This design comes from an exercise in tuning for small area, a short achievable clock period and few clock cycles on the open sky130 flow, not from production work. In this exercise RTL edits were held to simulation tests only and were not proved equivalent to the original. Power figures rest on the tool's default switching activity, not on a simulated workload.

==> config.mk <==
export PLATFORM = sky130hd
export DESIGN_NAME = merge_sort_engine
export DESIGN_NICKNAME = merge_sort_engine
export VERILOG_FILES = /design/flow/design.v
export SDC_FILE = /design/flow/constraint.sdc
export NUM_CORES = 4
export LEC_CHECK = 0
export CAP_MARGIN = 20
export CORE_MARGIN = 2
export CORE_UTILIZATION = 40
export PLACE_DENSITY = 0.48
export SETUP_SLACK_MARGIN = 3.7
export SLEW_MARGIN = 20
==> constraint.sdc <==
create_clock -name core_clock -period 6.5 [get_ports {clk}]
set_input_delay 1.3000 -clock core_clock [delete_from_list [all_inputs] [get_ports {clk}]]
set_output_delay 1.3000 -clock core_clock [all_outputs]
set_load 0.01 [all_outputs]
==> design.v <==
package mse_pkg;
    localparam int MAX_ITEMS = 64;
    localparam int DATA_W    = 32;
    localparam int CNT_W     = $clog2(MAX_ITEMS + 1);
endpackage
module mse_ctrl
(
    input  logic                               clk,
    input  logic                               rst_n,
    input  logic                               start,
    input  logic                               is_last,
    input  logic signed [mse_pkg::DATA_W-1:0]  item_value,
    output logic                               busy,
    output logic                               req_store,   
    output logic                               req_close,   
    output logic                               req_drop,    
    output logic signed [mse_pkg::DATA_W-1:0]  req_value
);
    localparam int MAX_ITEMS = mse_pkg::MAX_ITEMS;
    localparam int CNT_W     = mse_pkg::CNT_W;
    logic [CNT_W-1:0] count_reg;
    logic             overflow_reg;
    logic             full;
    assign busy = 1'b0;
    assign full = (count_reg == CNT_W'(MAX_ITEMS));
    always_ff @(posedge clk or negedge rst_n)
    begin
        if (!rst_n)
        begin
            count_reg    <= '0;
            overflow_reg <= 1'b0;
            req_store    <= 1'b0;
            req_close    <= 1'b0;
            req_drop     <= 1'b0;
        end
        else
        begin
            req_store <= start && !full;
            req_close <= start && is_last;
            req_drop  <= start && is_last && (overflow_reg || full);
            if (start)
            begin
                if (is_last)
                begin
                    count_reg    <= '0;
                    overflow_reg <= 1'b0;
                end
                else if (full)
                begin
                    overflow_reg <= 1'b1;
                end
                else
                begin
                    count_reg <= count_reg + CNT_W'(1);
                end
            end
        end
    end
    always_ff @(posedge clk)
    begin
        req_value <= item_value;
    end
endmodule
module mse_datapath
(
    input  logic                               clk,
    input  logic                               rst_n,
    input  logic                               req_store,
    input  logic                               req_close,
    input  logic                               req_drop,
    input  logic signed [mse_pkg::DATA_W-1:0]  req_value,
    input  logic signed [mse_pkg::DATA_W-1:0]  next_value,   
    output logic                               result_strobe,
    output logic signed [mse_pkg::DATA_W-1:0]  sorted_value,
    output logic                               run_end,
    output logic                               dropped_items
);
    localparam int N = mse_pkg::MAX_ITEMS;
    localparam int W = mse_pkg::DATA_W;
    function automatic logic greater(input logic [W-1:0] a, input logic [W-1:0] b);
        logic [W-1:0] g;
        logic [W-1:0] e;
        for (int k = 0; k < W; k++)
        begin
            g[k] = (k == W-1) ? (!a[k] && b[k]) : (a[k] && !b[k]);
            e[k] = (k == W-1) ? (!a[k] || b[k]) : (a[k] || !b[k]);
        end
        for (int s = 1; s < W; s = s * 2)
        begin
            for (int k = 0; k + s < W; k = k + 2 * s)
            begin
                g[k] = g[k+s] || (e[k+s] && g[k]);
                e[k] = e[k+s] && e[k];
            end
        end
        greater = g[0];
    endfunction
    logic                  ins_reg;
    logic                  close_reg;
    logic                  drop_reg;
    logic signed [W-1:0]   x_reg;
    logic signed [W-1:0]   val_reg [N];   
    logic [N-1:0]          vld_reg;       
    logic [N-1:0]          opn_reg;       
    logic [N-1:0]          gen_reg;       
    logic [N-1:0]          gt_reg;        
    logic                  gen_open_reg;
    logic                  drop_head_reg;
    logic                  pop_reg;       
    logic [N+1:0]          big;           
    logic [N:0]            gt_new;        
    logic                  gt_x;
    logic                  gtx_reg;       
    logic signed [W-1:0]   out_val_reg;   
    logic                  run_end_reg;   
    assign result_strobe = pop_reg;
    assign sorted_value  = out_val_reg;
    assign run_end       = run_end_reg;
    assign dropped_items = drop_head_reg;
    always_comb
    begin
        big[0]   = 1'b0;
        big[N+1] = 1'b1;
        for (int i = 0; i < N; i++)
        begin
            big[i+1]  = !vld_reg[i] || (opn_reg[i] && gt_reg[i]);
            gt_new[i] = greater(~val_reg[i], req_value);
        end
        gt_new[N] = 1'b1;
        gt_x      = gtx_reg;
    end
    logic [N-1:0] s_hold;
    logic [N-1:0] s_lo;
    logic [N-1:0] s_hi;
    logic [N-1:0] s_x;
    logic mv_ins_reg;
    logic mv_both_reg;
    logic mv_rem_reg;
    logic mv_any_reg;
    logic pop_nxt;
    always_comb
    begin
        for (int i = 0; i < N; i++)
        begin
            s_lo[i]   = mv_ins_reg && big[i];
            s_x[i]    = (mv_ins_reg && big[i+1] && !big[i]) ||
                        (mv_both_reg && big[i+2] && !big[i+1]);
            s_hi[i]   = mv_rem_reg || (mv_both_reg && !big[i+2]);
            s_hold[i] = !mv_any_reg || (mv_ins_reg && !big[i+1]) ||
                        (mv_both_reg && big[i+1]);
        end
    end
    always_comb
    begin
        if (!pop_reg)
            pop_nxt = close_reg && (vld_reg[0] || ins_reg);
        else if (ins_reg && big[2])
            pop_nxt = close_reg;
        else
            pop_nxt = vld_reg[1] && (!opn_reg[1] || close_reg);
    end
    logic signed [W-1:0] val_nxt [N];
    logic [N-1:0]        vld_nxt;
    logic [N-1:0]        opn_nxt;
    logic [N-1:0]        gen_nxt;
    logic [N-1:0]        gt_nxt;
    always_comb
    begin
        for (int i = 0; i < N; i++)
        begin
            val_nxt[i] = ({W{s_hold[i]}} & val_reg[i]) | ({W{s_x[i]}} & ~x_reg);
            vld_nxt[i] = (s_hold[i] & vld_reg[i]) | s_x[i];
            opn_nxt[i] = ((s_hold[i] & opn_reg[i]) | s_x[i]) & !close_reg;
            gen_nxt[i] = (s_hold[i] & gen_reg[i]) | (s_x[i] & gen_open_reg);
            gt_nxt[i]  = (s_hold[i] & gt_new[i]) | (s_x[i] & gt_x);
            if (i > 0)
            begin
                val_nxt[i] = val_nxt[i] | ({W{s_lo[i]}} & val_reg[(i+N-1)%N]);
                vld_nxt[i] = vld_nxt[i] | (s_lo[i] & vld_reg[(i+N-1)%N]);
                opn_nxt[i] = opn_nxt[i] | (s_lo[i] & opn_reg[(i+N-1)%N] & !close_reg);
                gen_nxt[i] = gen_nxt[i] | (s_lo[i] & gen_reg[(i+N-1)%N]);
                gt_nxt[i]  = gt_nxt[i]  | (s_lo[i] & gt_new[(i+N-1)%N]);
            end
            if (i < N-1)
            begin
                val_nxt[i] = val_nxt[i] | ({W{s_hi[i]}} & val_reg[(i+1)%N]);
                vld_nxt[i] = vld_nxt[i] | (s_hi[i] & vld_reg[(i+1)%N]);
                opn_nxt[i] = opn_nxt[i] | (s_hi[i] & opn_reg[(i+1)%N] & !close_reg);
                gen_nxt[i] = gen_nxt[i] | (s_hi[i] & gen_reg[(i+1)%N]);
            end
            gt_nxt[i] = gt_nxt[i] | (s_hi[i] & gt_new[i+1]);
        end
    end
    always_ff @(posedge clk or negedge rst_n)
    begin
        if (!rst_n)
        begin
            ins_reg       <= 1'b0;
            close_reg     <= 1'b0;
            drop_reg      <= 1'b0;
            vld_reg       <= '0;
            pop_reg       <= 1'b0;
            mv_ins_reg    <= 1'b0;
            mv_both_reg   <= 1'b0;
            mv_rem_reg    <= 1'b0;
            mv_any_reg    <= 1'b0;
            gen_open_reg  <= 1'b0;
            drop_head_reg <= 1'b0;
        end
        else
        begin
            ins_reg   <= req_store;
            close_reg <= req_close;
            drop_reg  <= req_drop;
            vld_reg   <= vld_nxt;
            pop_reg     <= pop_nxt;
            mv_ins_reg  <= req_store && !pop_nxt;
            mv_both_reg <= req_store && pop_nxt;
            mv_rem_reg  <= !req_store && pop_nxt;
            mv_any_reg  <= req_store || pop_nxt;
            if (close_reg)
                gen_open_reg <= !gen_open_reg;
            if (close_reg && drop_reg)
                drop_head_reg <= 1'b1;
            else if (pop_reg && run_end)
                drop_head_reg <= 1'b0;
        end
    end
    always_ff @(posedge clk)
    begin
        x_reg       <= req_value;
        gtx_reg     <= greater(req_value, next_value);
        out_val_reg <= ~val_nxt[0];
        run_end_reg <= !vld_nxt[1] || (gen_nxt[1] != gen_nxt[0]);
        for (int i = 0; i < N; i++)
            val_reg[i] <= val_nxt[i];
        opn_reg <= opn_nxt;
        gen_reg <= gen_nxt;
        gt_reg  <= gt_nxt;
    end
endmodule
module merge_sort_engine
(
    input  logic                               clk,
    input  logic                               rst_n,
    input  logic                               start,
    output logic                               busy,
    input  logic signed [mse_pkg::DATA_W-1:0]  item_value,
    input  logic                               is_last,
    output logic                               result_strobe,
    output logic signed [mse_pkg::DATA_W-1:0]  sorted_value,
    output logic                               run_end,
    output logic                               dropped_items
);
    logic                               req_store;
    logic                               req_close;
    logic                               req_drop;
    logic signed [mse_pkg::DATA_W-1:0]  req_value;
    mse_ctrl u_ctrl
    (
        .clk        (clk),
        .rst_n      (rst_n),
        .start      (start),
        .is_last    (is_last),
        .item_value (item_value),
        .busy       (busy),
        .req_store  (req_store),
        .req_close  (req_close),
        .req_drop   (req_drop),
        .req_value  (req_value)
    );
    mse_datapath u_datapath
    (
        .clk           (clk),
        .rst_n         (rst_n),
        .req_store     (req_store),
        .req_close     (req_close),
        .req_drop      (req_drop),
        .req_value     (req_value),
        .next_value    (item_value),
        .result_strobe (result_strobe),
        .sorted_value  (sorted_value),
        .run_end       (run_end),
        .dropped_items (dropped_items)
    );
endmodule
==> run.sh <==
#!/bin/bash
# synth_recipe.tcl (not shown) runs the flow's synth.tcl, then flattens the netlist and writes it again
# the make line also repeats each setting of config.mk as NAME=value (left out here)
make -C /OpenROAD-flow-scripts/flow DESIGN_CONFIG=/design/flow/config.mk WORK_HOME=/design/flow/orfs CLKGATE_MAP_FILE= SYNTH_SCRIPT=/design/flow/synth_recipe.tcl finish
==> results of run 1 <==
worst reg2reg max path: stages (launching register included):
cell,delay (ns)
sky130_fd_sc_hd__dfxtp_4,0.42
sky130_fd_sc_hd__buf_16,0.26
sky130_fd_sc_hd__a22oi_2,0.31
sky130_fd_sc_hd__o21ai_2,0.09
sky130_fd_sc_hd__maj3_2,0.30
sky130_fd_sc_hd__maj3_2,0.32
sky130_fd_sc_hd__maj3_4,0.45
sky130_fd_sc_hd__o31ai_4,0.53
sky130_fd_sc_hd__nand3_1,0.12
cells in the final DEF (no fill, tap or decap), types with 69 or more instances in the layout:
cell                        synthesis  routed
sky130_fd_sc_hd__dfxtp_1         2338    2259
sky130_fd_sc_hd__a221oi_1         131     103
sky130_fd_sc_hd__buf_4             72     409
sky130_fd_sc_hd__clkbuf_16          0     349
sky130_fd_sc_hd__nand2_1         1828    1826
sky130_fd_sc_hd__o221ai_1          89      74
sky130_fd_sc_hd__nand2b_1          79      75
sky130_fd_sc_hd__dfrtp_1           85      78
sky130_fd_sc_hd__nor2_1           337     333
sky130_fd_sc_hd__nand3_1          190     147
sky130_fd_sc_hd__o22ai_1          307     302
sky130_fd_sc_hd__a21o_1            86      69
sky130_fd_sc_hd__inv_1            200     192
sky130_fd_sc_hd__a21oi_1          323     304
sky130_fd_sc_hd__buf_12             0     117
sky130_fd_sc_hd__maj3_1           152     130
sky130_fd_sc_hd__clkbuf_1        1194      94
sky130_fd_sc_hd__clkbuf_8           0      77
sky130_fd_sc_hd__o211ai_1        1158    1158
sky130_fd_sc_hd__o31ai_1          247     228
sky130_fd_sc_hd__o21ai_0         1814    1785
sky130_fd_sc_hd__a222oi_1        1314    1314
sky130_fd_sc_hd__a31oi_1           99      86
sky130_fd_sc_hd__a22oi_1         1451    1442
sky130_fd_sc_hd__dfxtp_4            0      76
kinds of logic (layout without fill, tap and decap cells):
| family | Yosys count | after routing |
|---|---|---|
| and+or+nand+nor | 2803 | 2806 |
| adders and majority gates | 170 | 170 |
| buffers and inverters | 1921 | 1550 |
| xor gates and xnor gates | 5 | 5 |
| DFF | 2423 | 2423 |
| muxes | 70 | 70 |
| other | 1 | 40 |
| AOI/OAI and AO/OA | 7591 | 7591 |
power groups by stage:
stage | Sequential (uW) | Clock [uW] | Combinational, uW
after floorplan | 23400 | 0 | 15300
after global placement | 27500 | 0 | 20100
after detailed placement | 27500 | 0 | 20600
after CTS | 27200 | 17000 | 21500
after global routing | 27900 | 17600 | 24800
final | 27900 | 17000 | 23200
per-stage QoR:
step,util [%],hold WS [ns],setup slack (ns)
after global placement,40.9,0.334,1.69
after global routing,46.9,0.337,3.54
after detailed placement,40.9,0.338,2.17
after CTS,45.5,0.267,3.47
after floorplan,-,0.326,3.59
final,46.9,0.328,3.55
area by class of cell:
type                       instances  area (um^2)  share of cell area [%]
timing repair buffer             806        10500                    7.07
multi-input combinational      10600        72300                    48.9
tap                             4160         5200                    3.52
clock buffer                     476         9080                    6.15
antenna                           39         97.6                  0.0661
inverter                         203          787                   0.533
sequential                      2423        49200                    33.3
clock inverter                    65          569                   0.385
layer usage:
layer / vias to the layer above / routed length (um) / share of wire, % / global-route usage (%)
met5: - / 132 / 0.018 / 0
met4: 12 / 60500 / 8.3 / 28.5
met3: 2527 / 93600 / 13 / 10.7
met2: 11800 / 303000 / 42 / 59.2
met1: 71100 / 268000 / 37 / 51.4
li1: 59500 / - / - / -
worst max-delay path by stage:
stage / endpoint / slack, ns / depth (start not counted)
5_1_grt: u_datapath.gt_reg[21]$_DFF_P_ / 3.54 / 11
3_3_place_gp: u_datapath.gtx_reg$_DFF_P_ / 1.69 / 9
4_1_cts: u_datapath.gt_reg[44]$_DFF_P_ / 3.47 / 10
2_1_floorplan: u_datapath.gtx_reg$_DFF_P_ / 3.59 / 8
3_5_place_dp: u_datapath.gtx_reg$_DFF_P_ / 2.17 / 9
6_report: u_datapath.gtx_reg$_DFF_P_ / 3.55 / 8
repair_timing:
action / CTS / global route
pin swaps: 70 / 241
resized for setup: 579 / 378
setup buffers: 180 / 160
endpoints found under the hold margin: 0 / 0
cloned: 35 / 46
setup endpoints to repair: 800 / 422
==> out/qor.log, run 1 <==
[place] dpl cells 17,800
[synth] dominant combinational cell family by area after synthesis compound AO/OA/AOI/OAI gates
[global_route] maximum number of pins on one net before global-route repair 79
[critical_path] startpoint kind of the worst setup timing path register
[synth] mux contribution to synthesized area 0.611%
[drt] mean routed wirelength per cell 38.5 um
[critical_path] crit-path most repeated cell sky130_fd_sc_hd__maj3_2
[critical_path] Crit path largest cell delay 0.53 ns
[power_and_ir_drop] fraction of power spent switching nets 44.1%
[global_route] wire length of the first global-routing pass 973 mm
[power_and_ir_drop] sequential fraction of design power 41.0%
[sta] final setup violation count 0
[power_and_ir_drop] worst-case vdd ir drop 0.246 mV
[critical_path] nature of the critical path endpoint register
[floorplan] Horiz. Die Dim 567 um
[critical_path] reg2reg end u_datapath.gtx_reg$_DFF_P_
[synth] primary flip-flop cell chosen by synthesis mapping sky130_fd_sc_hd__dfxtp_1
[sta] count of pins over their slew limit 0
[synth] average size of a mapped cell 8.45 um^2
[critical_path] crit path max-delay cell type sky130_fd_sc_hd__o31ai_4
[sta] max frequency 339 MHz
[critical_path] launch point of the worst reg-to-reg path u_ctrl.req_value[9]$_DFF_P_
[synth] share of the synthesized area in compound gates (AO/OA/AOI/OAI) 43.7%
[final_layout] design area 0.148 mm^2
[drt] routed wire length 725 mm
[synth] number of synthesized register bits 2,423
[synth] simple-gate portion of the synthesized area 9.37%
[drt] DR pass1 iterations 14
[critical_path] critical path peak fanout 31
[clock_network] library cell used as clock root buffer sky130_fd_sc_hd__clkbuf_16
[synth] share of synthesized cell area in full adder, half adder and majority cells 1.36%
[critical_path] setup slack of the worst register-to-register path 3.55 ns
[place] last weighted congestion value of the routability-driven placer 0.949
[clock_network] total of hold buffers inserted after clock tree synthesis 0
[clock_network] number of buffers inserted during clock tree synthesis 297
[synth] EDFF count, synth 0
[sta] shortest period the worst path allows 2.95 ns
[drt] routed via count divided by cell count 7.70
[floorplan] DIE HEIGHT 567 um
[power_and_ir_drop] static leakage power 0.0494 uW
[job] max capacitance violation total 0
[min_path] min-delay worst type input pin to async pin
[drt] DRT iter0 DRCs 31,000
[clock_network] clock tree from TritonCTS yes
[floorplan] number of cell rows 206
[place] count of buffers inserted at the top-level ports 70
[sta] count of final hold-check violations 0
[global_route] vias in the first global route 130,000
[synth] cell type with the largest total area after synthesis sky130_fd_sc_hd__dfxtp_1
[synth] total number of yosys warnings 4
[synth] Mapped Nets 15,000
[critical_path] logic depth of the worst register-to-register path 8
[clock_network] Clock Sinks 2,423
[floorplan] Die Outline Area 0.321 mm^2
[critical_path] crit path from u_ctrl.req_value[9]$_DFF_P_
[power_and_ir_drop] overall power of the completed layout 68,100 uW
[final_layout] max FFs per register 2,048
[final_layout] share of cells above drive strength 1 12.6%
[final_layout] Final Instance Count excl. Fillers 18,800
[global_route] antenna violations before repair 34
[global_route] GRT Resource Usage Total 40.4%
[sta] Slew @ Worst Pin 1.30 ns
[power_and_ir_drop] cell-internal power 38,100 uW
[power_and_ir_drop] power per unit of standard cell area 461 mW/mm^2
[critical_path] cell type group with the largest total delay on the critical path adder cells
[final_layout] number of filler cells placed in the layout 29,800
[sta] setup repair after global routing missed its margin yes
[synth] most numerous cell types in the synthesized netlist 2,338 x sky130_fd_sc_hd__dfxtp_1, 1,828 x sky130_fd_sc_hd__nand2_1, 1,814 x sky130_fd_sc_hd__o21ai_0, 1,451 x sky130_fd_sc_hd__a22oi_1, 1,314 x sky130_fd_sc_hd__a222oi_1
[final_layout] Area growth syn-to-layout 16.6%
[drt] total number of vias 145,000
[clock_network] Clock H-tree levels 5
[sta] Period Utilization, post-route 45.3%
[sta] final setup skew 0.0440 ns
[synth] fraction of synthesized cell area in xor and xnor cells 0.0346%
[global_route] final global-route overflow total 0
[synth] number of different library cells in the post-synthesis netlist 97
[power_and_ir_drop] switching power 30,000 uW
[clock_network] CTS clk-pin slew, worst paths 0.06 ns
[synth] most instantiated library cell after synthesis sky130_fd_sc_hd__dfxtp_1
[synth] Synth Cell Area 0.127 mm^2
[drt] total DRC errors in the routed layout 0
[power_and_ir_drop] clock network power share 24.9%
[clock_network] worst-skew pair later-pin latency 0.95 ns
[place] instance area at placement 0.129 mm^2
[sta] total negative slack 0 ns
[critical_path] required time of the worst setup path 7.30 ns
[floorplan] area inside the core boundary 0.315 mm^2
[final_layout] count of nets after finishing 14,400
[status] status no timing/DRC/antenna violations
[sta] relative max-transition margin 13.4%
[floorplan] initial cell density of the core 40.2%
[drt] post-route ant nets 0
[synth] fraction of registers with async set or reset after synthesis 3.51%
[synth] cell count after synthesis 15,000
[critical_path] Critical Path, Cell by Cell buf_16 > a22oi_2 > o21ai_2 > maj3_2 > maj3_2 > maj3_4 > o31ai_4 > nand3_1
[synth] Area contributors post-synth sky130_fd_sc_hd__dfxtp_1 37%, sky130_fd_sc_hd__a222oi_1 10%, sky130_fd_sc_hd__a22oi_1 8.6%
[place] post-detail-place hpwl 437 mm
[floorplan] count of pins on the block boundary 72
[critical_path] endpoint arrival time on the critical path 3.74 ns
[power_and_ir_drop] combinational share of power 34.1%
[critical_path] critical setup path kind register to register
[synth] sequential element share of the synthesized area 38.6%
[clock_network] Longest Clk Path Bufs 4
[synth] share of Yosys cell area claimed by the top area cell type 36.9%
[critical_path] buffering stage count on the worst path with inverters included 1
Testbench counts, summed over its fixed seeds: cycles 7,325.
==> run 2: changes to the inputs <==
--- a/design.v
+++ b/design.v
@@ -101,7 +101,6 @@
     logic signed [W-1:0]   x_reg;
     logic signed [W-1:0]   val_reg [N];   
-    logic [N-1:0]          vld_reg;       
-    logic [N-1:0]          opn_reg;       
-    logic [N-1:0]          gen_reg;       
+    logic [N-1:0]          cls_reg;
+    logic [N-1:0]          tag_reg;
     logic [N-1:0]          gt_reg;        
     logic                  gen_open_reg;
@@ -124,5 +123,5 @@
         for (int i = 0; i < N; i++)
         begin
-            big[i+1]  = !vld_reg[i] || (opn_reg[i] && gt_reg[i]);
+            big[i+1]  = !cls_reg[i] && (!tag_reg[i] || gt_reg[i]);
             gt_new[i] = greater(~val_reg[i], req_value);
         end
@@ -154,14 +153,15 @@
     begin
         if (!pop_reg)
-            pop_nxt = close_reg && (vld_reg[0] || ins_reg);
+            pop_nxt = close_reg && (tag_reg[0] || ins_reg);
         else if (ins_reg && big[2])
             pop_nxt = close_reg;
         else
-            pop_nxt = vld_reg[1] && (!opn_reg[1] || close_reg);
+            pop_nxt = cls_reg[1] || (tag_reg[1] && close_reg);
     end
     logic signed [W-1:0] val_nxt [N];
-    logic [N-1:0]        vld_nxt;
-    logic [N-1:0]        opn_nxt;
-    logic [N-1:0]        gen_nxt;
+    logic [N-1:0]        cls_mv;
+    logic [N-1:0]        tag_mv;
+    logic [N-1:0]        cls_nxt;
+    logic [N-1:0]        tag_nxt;
     logic [N-1:0]        gt_nxt;
     always_comb
@@ -170,24 +170,23 @@
         begin
             val_nxt[i] = ({W{s_hold[i]}} & val_reg[i]) | ({W{s_x[i]}} & ~x_reg);
-            vld_nxt[i] = (s_hold[i] & vld_reg[i]) | s_x[i];
-            opn_nxt[i] = ((s_hold[i] & opn_reg[i]) | s_x[i]) & !close_reg;
-            gen_nxt[i] = (s_hold[i] & gen_reg[i]) | (s_x[i] & gen_open_reg);
+            cls_mv[i]  = s_hold[i] & cls_reg[i];
+            tag_mv[i]  = (s_hold[i] & tag_reg[i]) | s_x[i];
             gt_nxt[i]  = (s_hold[i] & gt_new[i]) | (s_x[i] & gt_x);
             if (i > 0)
             begin
                 val_nxt[i] = val_nxt[i] | ({W{s_lo[i]}} & val_reg[(i+N-1)%N]);
-                vld_nxt[i] = vld_nxt[i] | (s_lo[i] & vld_reg[(i+N-1)%N]);
-                opn_nxt[i] = opn_nxt[i] | (s_lo[i] & opn_reg[(i+N-1)%N] & !close_reg);
-                gen_nxt[i] = gen_nxt[i] | (s_lo[i] & gen_reg[(i+N-1)%N]);
-                gt_nxt[i]  = gt_nxt[i]  | (s_lo[i] & gt_new[(i+N-1)%N]);
+                cls_mv[i]  = cls_mv[i] | (s_lo[i] & cls_reg[(i+N-1)%N]);
+                tag_mv[i]  = tag_mv[i] | (s_lo[i] & tag_reg[(i+N-1)%N]);
+                gt_nxt[i]  = gt_nxt[i] | (s_lo[i] & gt_new[(i+N-1)%N]);
             end
             if (i < N-1)
             begin
                 val_nxt[i] = val_nxt[i] | ({W{s_hi[i]}} & val_reg[(i+1)%N]);
-                vld_nxt[i] = vld_nxt[i] | (s_hi[i] & vld_reg[(i+1)%N]);
-                opn_nxt[i] = opn_nxt[i] | (s_hi[i] & opn_reg[(i+1)%N] & !close_reg);
-                gen_nxt[i] = gen_nxt[i] | (s_hi[i] & gen_reg[(i+1)%N]);
+                cls_mv[i]  = cls_mv[i] | (s_hi[i] & cls_reg[(i+1)%N]);
+                tag_mv[i]  = tag_mv[i] | (s_hi[i] & tag_reg[(i+1)%N]);
             end
             gt_nxt[i] = gt_nxt[i] | (s_hi[i] & gt_new[i+1]);
+            cls_nxt[i] = cls_mv[i] | (close_reg & tag_mv[i]);
+            tag_nxt[i] = cls_mv[i] ? tag_mv[i] : (tag_mv[i] & (!close_reg || gen_open_reg));
         end
     end
@@ -199,5 +198,6 @@
             close_reg     <= 1'b0;
             drop_reg      <= 1'b0;
-            vld_reg       <= '0;
+            cls_reg       <= '0;
+            tag_reg       <= '0;
             pop_reg       <= 1'b0;
             mv_ins_reg    <= 1'b0;
@@ -213,5 +213,6 @@
             close_reg <= req_close;
             drop_reg  <= req_drop;
-            vld_reg   <= vld_nxt;
+            cls_reg   <= cls_nxt;
+            tag_reg   <= tag_nxt;
             pop_reg     <= pop_nxt;
             mv_ins_reg  <= req_store && !pop_nxt;
@@ -232,9 +233,7 @@
         gtx_reg     <= greater(req_value, next_value);
         out_val_reg <= ~val_nxt[0];
-        run_end_reg <= !vld_nxt[1] || (gen_nxt[1] != gen_nxt[0]);
+        run_end_reg <= !cls_nxt[1] || (tag_nxt[1] != tag_nxt[0]);
         for (int i = 0; i < N; i++)
             val_reg[i] <= val_nxt[i];
-        opn_reg <= opn_nxt;
-        gen_reg <= gen_nxt;
         gt_reg  <= gt_nxt;
     end
--- a/config.mk
+++ b/config.mk
@@ -8,6 +8,6 @@
 export CAP_MARGIN = 20
 export CORE_MARGIN = 2
-export CORE_UTILIZATION = 40
-export PLACE_DENSITY = 0.48
+export CORE_UTILIZATION = 35
+export PLACE_DENSITY = 0.42
 export SETUP_SLACK_MARGIN = 3.7
 export SLEW_MARGIN = 20
==> run 2 against run 1 <==
Net effect: total power is 8.1% lower; synthesized cell count decreased by 2.4%; clock-buffer cell count is 18 lower; hold slack better by 0.010 ns; cell area rose by 0.14%; fmax down 6.7%; via count fell by 2.6%; critical endpoint is now u_datapath.gt_reg[32]$_DFF_P_; sequential share of layout area is 0.73 points lower; non-clock buffer count rose by 114; area after synthesis decreased by 3.2%; still clean.
==> out/qor.log, run 2 <==
[status] status no timing/DRC/antenna violations
[drt] DR pass1 iterations 14
[synth] fraction of registers with async set or reset after synthesis 6.32%
[clock_network] CTS clk-pin slew, worst paths 0.06 ns
[drt] post-route ant nets 0
[final_layout] Area growth syn-to-layout 20.6%
[final_layout] Final Instance Count excl. Fillers 19,100
[clock_network] clock tree from TritonCTS yes
[critical_path] critical setup path kind register to register
[synth] cell type with the largest total area after synthesis sky130_fd_sc_hd__dfxtp_1
[sta] count of final hold-check violations 0
[critical_path] startpoint kind of the worst setup timing path register
[synth] cell count after synthesis 14,600
[final_layout] count of nets after finishing 14,300
[drt] total DRC errors in the routed layout 0
[critical_path] launch point of the worst reg-to-reg path u_ctrl.req_value[1]$_DFF_P_
[synth] sequential element share of the synthesized area 39.1%
[floorplan] DIE HEIGHT 596 um
[synth] number of different library cells in the post-synthesis netlist 85
[synth] total number of yosys warnings 4
[critical_path] reg2reg end u_datapath.gt_reg[32]$_DFF_P_
[synth] Synth Cell Area 0.123 mm^2
[synth] most numerous cell types in the synthesized netlist 2,210 x sky130_fd_sc_hd__dfxtp_1, 2,161 x sky130_fd_sc_hd__o21ai_0, 1,575 x sky130_fd_sc_hd__nand2_1, 1,483 x sky130_fd_sc_hd__a222oi_1, 1,330 x sky130_fd_sc_hd__clkbuf_1
[power_and_ir_drop] worst-case vdd ir drop 0.310 mV
[final_layout] most common library cell in the layout ignoring fill and taps sky130_fd_sc_hd__dfxtp_1
[global_route] final global-route overflow total 0
[sta] shortest period the worst path allows 3.16 ns
[sta] max frequency 317 MHz
[final_layout] top library cells by usage in the layout, fill and taps aside 2,146 x sky130_fd_sc_hd__dfxtp_1, 2,071 x sky130_fd_sc_hd__o21ai_0, 1,569 x sky130_fd_sc_hd__nand2_1
[drt] routed wire length 741 mm
[floorplan] number of cell rows 217
[critical_path] critical path peak fanout 7
[critical_path] logic depth of the worst register-to-register path 11
[clock_network] number of buffers inserted during clock tree synthesis 296
[place] post-detail-place hpwl 441 mm
[critical_path] setup slack of the worst register-to-register path 3.34 ns
[drt] mean routed wirelength per cell 38.7 um
[clock_network] library cell used as clock root buffer sky130_fd_sc_hd__clkbuf_16
[sta] Period Utilization, post-route 48.6%
[synth] EDFF count, synth 0
[power_and_ir_drop] power per unit of standard cell area 423 mW/mm^2
[critical_path] endpoint arrival time on the critical path 4.06 ns
[place] dpl cells 18,000
[sta] setup repair after global routing missed its margin yes
[drt] DRT iter0 DRCs 28,900
[sta] relative max-transition margin 15.5%
[synth] Area contributors post-synth sky130_fd_sc_hd__dfxtp_1 36%, sky130_fd_sc_hd__a222oi_1 12%, sky130_fd_sc_hd__o21ai_0 8.8%
[global_route] vias in the first global route 131,000
[clock_network] worst-skew pair later-pin latency 0.97 ns
[floorplan] initial cell density of the core 35.1%
[global_route] maximum number of pins on one net before global-route repair 82
[floorplan] count of pins on the block boundary 72
[sta] final setup violation count 0
[clock_network] Clock H-tree levels 5
[synth] Mapped Nets 14,700
[synth] share of Yosys cell area claimed by the top area cell type 36.1%
[global_route] antenna violations before repair 52
[drt] routed via count divided by cell count 7.37
[critical_path] nature of the critical path endpoint register
[synth] average size of a mapped cell 8.39 um^2
[critical_path] required time of the worst setup path 7.40 ns
[floorplan] Die Outline Area 0.355 mm^2
[floorplan] area inside the core boundary 0.349 mm^2
[place] last weighted congestion value of the routability-driven placer 0.899
[final_layout] share of cells above drive strength 1 14.6%
[power_and_ir_drop] overall power of the completed layout 62,500 uW
[sta] final setup skew 0.0513 ns
[sta] total negative slack 0 ns
[global_route] GRT Resource Usage Total 38.4%
[drt] total number of vias 141,000
[synth] number of synthesized register bits 2,359
[sta] Slew @ Worst Pin 1.27 ns
[clock_network] Clock Sinks 2,359
[job] max capacitance violation total 0
[clock_network] Longest Clk Path Bufs 4
[clock_network] total of hold buffers inserted after clock tree synthesis 0
[floorplan] Horiz. Die Dim 596 um
[synth] primary flip-flop cell chosen by synthesis mapping sky130_fd_sc_hd__dfxtp_1
[final_layout] max FFs per register 2,048
[sta] count of pins over their slew limit 0
[min_path] min-delay worst type input pin to async pin
[global_route] wire length of the first global-routing pass 1010 mm
[place] count of buffers inserted at the top-level ports 70
[synth] most instantiated library cell after synthesis sky130_fd_sc_hd__dfxtp_1
[power_and_ir_drop] static leakage power 0.0505 uW
-- run 2: changes by cell type after synthesis, sizes merged, moves of 135 or more --
cell / before / now
o211ai: 1158 / 885
a22oi: 1451 / 1227
a222oi: 1314 / 1483
clkbuf: 1195 / 1330
nand2: 1828 / 1575
buf: 523 / 291
nor2: 337 / 522
o21ai: 1839 / 2162
-- run 2: kinds of logic after synthesis --
| kind of cell | share of synthesized area [%] |
|---|---|
| flops | 39.1 |
| xor+xnor | 0.0357 |
| other cells | 0.00306 |
| buf+inv | 5.92 |
| mux | 0.119 |
| simple gates | 8.84 |
| compound gates | 44.1 |
| fa+ha+maj | 1.88 |
-- run 2: cell type report --
class | instances | area [um^2]
clock inverter | 74 | 786
clock buffer | 458 | 8760
multi-input combinational | 10400 | 72000
timing repair buffer | 920 | 11400
antenna | 31 | 77.6
inverter | 255 | 1000
sequential | 2359 | 48200
tap | 4599 | 5750
fill | 34100 | 201000
-- run 2: power breakdown --
group,switching [uW],internal [uW]
Sequential,6310,18200
Clock,7150,9720
Combinational,13300,7810
Total,26800,35700
-- run 2: critical path: stages (launching register included) --
cell and delay [ns]:
sky130_fd_sc_hd__dfxtp_4 0.43, sky130_fd_sc_hd__buf_12 0.18, sky130_fd_sc_hd__buf_16 0.14, sky130_fd_sc_hd__o31ai_4 0.05, sky130_fd_sc_hd__nand2_1 0.08, sky130_fd_sc_hd__maj3_2 0.31, sky130_fd_sc_hd__maj3_2 0.31, sky130_fd_sc_hd__maj3_2 0.30
sky130_fd_sc_hd__a211o_1 0.32, sky130_fd_sc_hd__maj3_2 0.36, sky130_fd_sc_hd__a311oi_4 0.41, sky130_fd_sc_hd__a221o_1 0.20
-- run 2: worst max path at each step --
stage / slack (ns) / cells after the start / startpoint / end
after floorplan: 3.35 / 8 / item_value[16] / u_datapath.gtx_reg$_DFF_P_
after global placement: 2.13 / 10 / item_value[0] / u_datapath.gtx_reg$_DFF_P_
after detailed placement: 2.17 / 10 / item_value[0] / u_datapath.gtx_reg$_DFF_P_
after CTS: 3.32 / 10 / u_ctrl.req_value[0]$_DFF_P_ / u_datapath.gt_reg[32]$_DFF_P_
after global routing: 3.28 / 10 / u_ctrl.req_value[0]$_DFF_P_ / u_datapath.gt_reg[33]$_DFF_P_
final: 3.34 / 11 / u_ctrl.req_value[1]$_DFF_P_ / u_datapath.gt_reg[32]$_DFF_P_
-- run 2: timing repair --
action / in CTS / in global routing
setup endpoints to repair: 1318 / 835
pin swaps: 181 / 332
cloned: 75 / 34
resized for setup: 691 / 442
setup buffers: 296 / 143
-- run 2: through the flow --
| step | setup WS (ns) | utilization (%) | area, um^2 | hold WS (ns) |
|---|---|---|---|---|
| 2_1_floorplan | 3.35 | - | 123000 | 0.326 |
| 3_3_place_gp | 2.13 | 36.4 | 127000 | 0.341 |
| 3_5_place_dp | 2.17 | 36.5 | 127000 | 0.343 |
| 4_1_cts | 3.32 | 41.2 | 144000 | 0.302 |
| 5_1_grt | 3.28 | 42.3 | 148000 | 0.348 |
| 6_report | 3.34 | 42.4 | 148000 | 0.338 |
-- run 2: routing by layer --
layer  vias to the layer above  share of wire, %  routed length, um  GRT usage (%)
li1                      58700                 -                  -              -
met1                     70600                38             281000           48.4
met2                      9750                44             325000           59.5
met3                      2027                11              78200           8.12
met4                        13               7.6              56000           24.5
met5                         -             0.027                198          0.176
Testbench counts of run 2, summed over its fixed seeds: cycles 7,325.
==> run 3: changes to the inputs <==
--- a/design.v
+++ b/design.v
@@ -113,8 +113,20 @@
     logic signed [W-1:0]   out_val_reg;   
     logic                  run_end_reg;   
-    assign result_strobe = pop_reg;
+    logic                  strobe_reg;
+    logic                  drop_out_reg;
+    logic                  drop_head_nxt;
+    assign result_strobe = strobe_reg;
     assign sorted_value  = out_val_reg;
     assign run_end       = run_end_reg;
-    assign dropped_items = drop_head_reg;
+    assign dropped_items = drop_out_reg;
+    always_comb
+    begin
+        if (close_reg && drop_reg)
+            drop_head_nxt = 1'b1;
+        else if (pop_reg && run_end_reg)
+            drop_head_nxt = 1'b0;
+        else
+            drop_head_nxt = drop_head_reg;
+    end
     always_comb
     begin
@@ -222,8 +234,5 @@
             if (close_reg)
                 gen_open_reg <= !gen_open_reg;
-            if (close_reg && drop_reg)
-                drop_head_reg <= 1'b1;
-            else if (pop_reg && run_end)
-                drop_head_reg <= 1'b0;
+            drop_head_reg <= drop_head_nxt;
         end
     end
@@ -231,4 +240,6 @@
     begin
         x_reg       <= req_value;
+        strobe_reg  <= pop_nxt && rst_n;
+        drop_out_reg <= drop_head_nxt;
         gtx_reg     <= greater(req_value, next_value);
         out_val_reg <= ~val_nxt[0];
--- a/config.mk
+++ b/config.mk
@@ -8,6 +8,6 @@
 export CAP_MARGIN = 20
 export CORE_MARGIN = 2
-export CORE_UTILIZATION = 35
-export PLACE_DENSITY = 0.42
-export SETUP_SLACK_MARGIN = 3.7
+export CORE_UTILIZATION = 40
+export PLACE_DENSITY = 0.48
+export SETUP_SLACK_MARGIN = 3.8
 export SLEW_MARGIN = 20
==> run 3 against run 2 <==
Net effect: combinational power up 7%; area after synthesis up 1.9%; sequential power up 3%; sequential share of layout area down 0.83 points; critical path type unchanged; largest cell class unchanged; highest routed layer unchanged.
==> out/qor.log, run 3 <==
[clock_network] total of hold buffers inserted after clock tree synthesis 0
[clock_network] Clock H-tree levels 5
[sta] final setup slack of the worst path 3.53 ns
[critical_path] required time of the worst setup path 7.37 ns
[critical_path] buffering stage count on the worst path with inverters included 4
[critical_path] Critical Path, Cell by Cell buf_6 > buf_12 > buf_12 > clkbuf_16 > a222oi_1 > a22oi_1 > o221ai_1 > a32o_1 > nand2_1 > a21boi_1 > a311oi_1 > o211ai_1
[power_and_ir_drop] static leakage power 0.0520 uW
[synth] number of different library cells in the post-synthesis netlist 95
[critical_path] startpoint kind of the worst setup timing path register
[place] last weighted congestion value of the routability-driven placer 0.960
[drt] mean routed wirelength per cell 39.7 um
[place] instance area at placement 0.128 mm^2
[final_layout] max FFs per register 2,048
[sta] Min Hold Slack 0.318 ns
[power_and_ir_drop] power per unit of standard cell area 428 mW/mm^2
[critical_path] nature of the critical path endpoint register
[sta] count of final hold-check violations 0
[synth] cell count after synthesis 14,900
[sta] relative max-transition margin 15.8%
[floorplan] count of pins on the block boundary 72
[synth] Area contributors post-synth sky130_fd_sc_hd__dfxtp_1 35%, sky130_fd_sc_hd__a222oi_1 11%, sky130_fd_sc_hd__a22oi_1 7.9%
[drt] routed wire length 761 mm
[clock_network] Clock Sinks 2,361
[clock_network] clock tree from TritonCTS yes
[final_layout] post-layout util 48.8%
[drt] total DRC errors in the routed layout 0
[global_route] maximum number of pins on one net before global-route repair 104
[final_layout] Area growth syn-to-layout 21.6%
[final_layout] top library cells by usage in the layout, fill and taps aside 2,120 x sky130_fd_sc_hd__dfxtp_1, 1,799 x sky130_fd_sc_hd__o21ai_0, 1,669 x sky130_fd_sc_hd__nand2_1
[synth] share of Yosys cell area claimed by the top area cell type 35.4%
[floorplan] initial cell density of the core 40.1%
[sta] total negative slack 0 ns
[global_route] vias in the first global route 134,000
[synth] total number of yosys warnings 4
[final_layout] most common library cell in the layout ignoring fill and taps sky130_fd_sc_hd__dfxtp_1
[sta] max frequency 336 MHz
[sta] final setup violation count 0
[critical_path] Crit path largest cell delay 0.59 ns
[clock_network] library cell used as clock root buffer sky130_fd_sc_hd__clkbuf_16
[job] max capacitance violation total 0
[sta] setup repair after global routing missed its margin yes
[synth] cell type with the largest total area after synthesis sky130_fd_sc_hd__dfxtp_1
[final_layout] design area 0.152 mm^2
[sta] Slew @ Worst Pin 1.26 ns
[floorplan] Horiz. Die Dim 563 um
[critical_path] critical path peak fanout 5
[synth] number of synthesized register bits 2,361
[critical_path] setup slack of the worst register-to-register path 3.53 ns
[clock_network] worst-skew pair later-pin latency 0.96 ns
[synth] sequential element share of the synthesized area 38.4%
[critical_path] endpoint arrival time on the critical path 3.85 ns
[synth] Mapped Nets 15,000
[global_route] final global-route overflow total 0
[place] count of buffers inserted at the top-level ports 70
[drt] DR pass1 iterations 15
[critical_path] crit path max-delay cell type sky130_fd_sc_hd__a222oi_1
[drt] routed via count divided by cell count 7.72
[synth] primary flip-flop cell chosen by synthesis mapping sky130_fd_sc_hd__dfxtp_1
[global_route] antenna violations before repair 61
[floorplan] number of cell rows 205
[global_route] wire length of the first global-routing pass 1040 mm
[drt] total number of vias 148,000
[drt] post-route ant nets 0
[global_route] GRT Resource Usage Total 44.4%
[clock_network] CTS clk-pin slew, worst paths 0.06 ns
[clock_network] Longest Clk Path Bufs 4
[synth] Synth Cell Area 0.125 mm^2
[synth] EDFF count, synth 0
[critical_path] critical setup path kind register to register
[floorplan] DIE HEIGHT 563 um
[status] status no timing/DRC/antenna violations
[min_path] min-delay worst type input pin to async pin
[critical_path] crit-path most repeated cell sky130_fd_sc_hd__buf_12
[synth] average size of a mapped cell 8.37 um^2
[sta] count of pins over their slew limit 0
[sta] Period Utilization, post-route 45.7%
[floorplan] area inside the core boundary 0.311 mm^2
[floorplan] Die Outline Area 0.317 mm^2
[synth] most numerous cell types in the synthesized netlist 2,212 x sky130_fd_sc_hd__dfxtp_1, 1,885 x sky130_fd_sc_hd__o21ai_0, 1,678 x sky130_fd_sc_hd__nand2_1, 1,380 x sky130_fd_sc_hd__a222oi_1, 1,321 x sky130_fd_sc_hd__a22oi_1
[place] post-placement setup slack 2.24 ns
[power_and_ir_drop] worst-case vdd ir drop 0.237 mV
[sta] final setup skew 0.0321 ns
[final_layout] count of nets after finishing 14,800
[synth] fraction of registers with async set or reset after synthesis 6.31%
[critical_path] cell type group with the largest total delay on the critical path compound AO/OA/AOI/OAI gates
[sta] shortest period the worst path allows 2.97 ns
[drt] DRT iter0 DRCs 34,400
[synth] most instantiated library cell after synthesis sky130_fd_sc_hd__dfxtp_1
[final_layout] share of cells above drive strength 1 15.5%
[clock_network] number of buffers inserted during clock tree synthesis 293
[place] post-detail-place hpwl 449 mm
run 3: cell count changes after synthesis, sizes merged, moves of 94 or more:
cell    previous run  this run
a222oi          1483      1380
o211ai           885      1031
nand2           1575      1678
clkbuf          1330      1178
buf              291       468
a22oi           1227      1321
maj3             227       133
o21ai           2162      1942
run 3: area by class of cell:
cell class / instances / area [um^2]
tap: 4140 / 5180
clock buffer: 449 / 8870
fill: 29300 / 159000
inverter: 261 / 1080
multi-input combinational: 10700 / 73200
timing repair buffer: 1114 / 14500
antenna: 44 / 110
sequential: 2361 / 48300
timing repair inverter: 1 / 8.76
clock inverter: 79 / 806
run 3: cells by family (layout without fill, tap and decap cells):
logic type	after synthesis	after routing	share of synthesized area, %
simple gates	2864	2873	9.78
fa+ha+maj	135	135	1.09
mux	16	16	0.143
other cells	1	45	0.00300
compound gates	7651	7664	44.2
buf+inv	1907	1904	6.35
xor+xnor	5	5	0.0350
flops	2361	2361	38.4
run 3: what timing repair did:
item                                    4_1_cts  5_1_grt
gates resized for setup                     879      423
buffers inserted                            396      176
endpoints found under the setup margin     1902      298
pin swaps                                   240      378
cloned                                       81       39
run 3: path summary, 6_finish.rpt:
path	start	endpoint	cells past startpoint
hold reg to reg	u_ctrl.req_drop$_DFF_PN0_	u_datapath.drop_reg$_DFF_PN0_	0
setup reg to reg	u_ctrl.req_value[19]$_DFF_P_	u_datapath.gt_reg[8]$_DFF_P_	12
setup / recovery	u_ctrl.req_value[19]$_DFF_P_	u_datapath.gt_reg[8]$_DFF_P_	12
hold / removal	rst_n	u_datapath.tag_reg[62]$_DFF_PN0_	1
min in group core_clock	u_ctrl.req_drop$_DFF_PN0_	u_datapath.drop_reg$_DFF_PN0_	0
max in group asynchronous	rst_n	u_datapath.close_reg$_DFF_PN0_	2
run 3: layer usage:
metal  share of wire [%]  track usage, %  routed length (um)  up-vias
li1                    -               -                   -    60300
met1                  36            54.4              272000    72300
met2                  41            63.6              309000    12300
met3                  13            13.6              101000     2781
met4                  10            37.0               78600       26
met5               0.028               0                 212        -
run 3: stage by stage:
| step | instances | power, uW |
|---|---|---|
| 3_3_place_gp | 17900 | 43600 |
| 6_report | 19100 | 65000 |
| 4_1_cts | 18900 | 62600 |
| 3_5_place_dp | 17900 | 44000 |
| 5_1_grt | 19100 | 66900 |
| 2_1_floorplan | 14900 | 35000 |
run 3: report_power, final:
part / switching, uW / internal (uW)
combinational: 14200 / 8370
sequential: 7060 / 18300
clock: 7070 / 9980
total: 28400 / 36600
Testbench counts of run 3, summed over its fixed seeds: cycles 7,325.

-- separate check: timing with driven ports --
The flow's constraints put no driver on any port. The routed layouts listed below were extracted and timed again, unchanged, in two steps.
Step 1 sets driving cells, clkbuf_16 on the clock port and buf_2 on the other inputs (assumed; they add their load-dependent delay and slew).
Step 2 moves the port delays by t, midway between the first and last clock arrival at a register: inputs arrive t later, outputs are due t later. That takes back most of the time a late clock gives input paths.
Slacks: ideal ports / drivers / drivers and shift; pairs: ideal ports / drivers.
| run | t (ns) | setup WS [ns] | worst setup path at the end | worst register clock-pin slew, ns | worst data-port slew with drivers (ns) |
|---|---|---|---|---|---|
| run 1 | 1.036 | 3.553 / 3.537 / 2.620 | input to register | 0.07 / 0.07 | 0.05 |
| run 2 | 1.046 | 3.341 / 3.341 / 2.583 | input to register | 0.07 / 0.07 | 0.25 |
| run 3 | 1.054 | 3.527 / 3.527 / 3.007 | input to register | 0.07 / 0.07 | 0.11 |
After both steps every run listed still meets setup and hold. The setup slack of run 1, which loses most, moves by -0.016 ns with the drivers and by -0.933 ns with both steps.
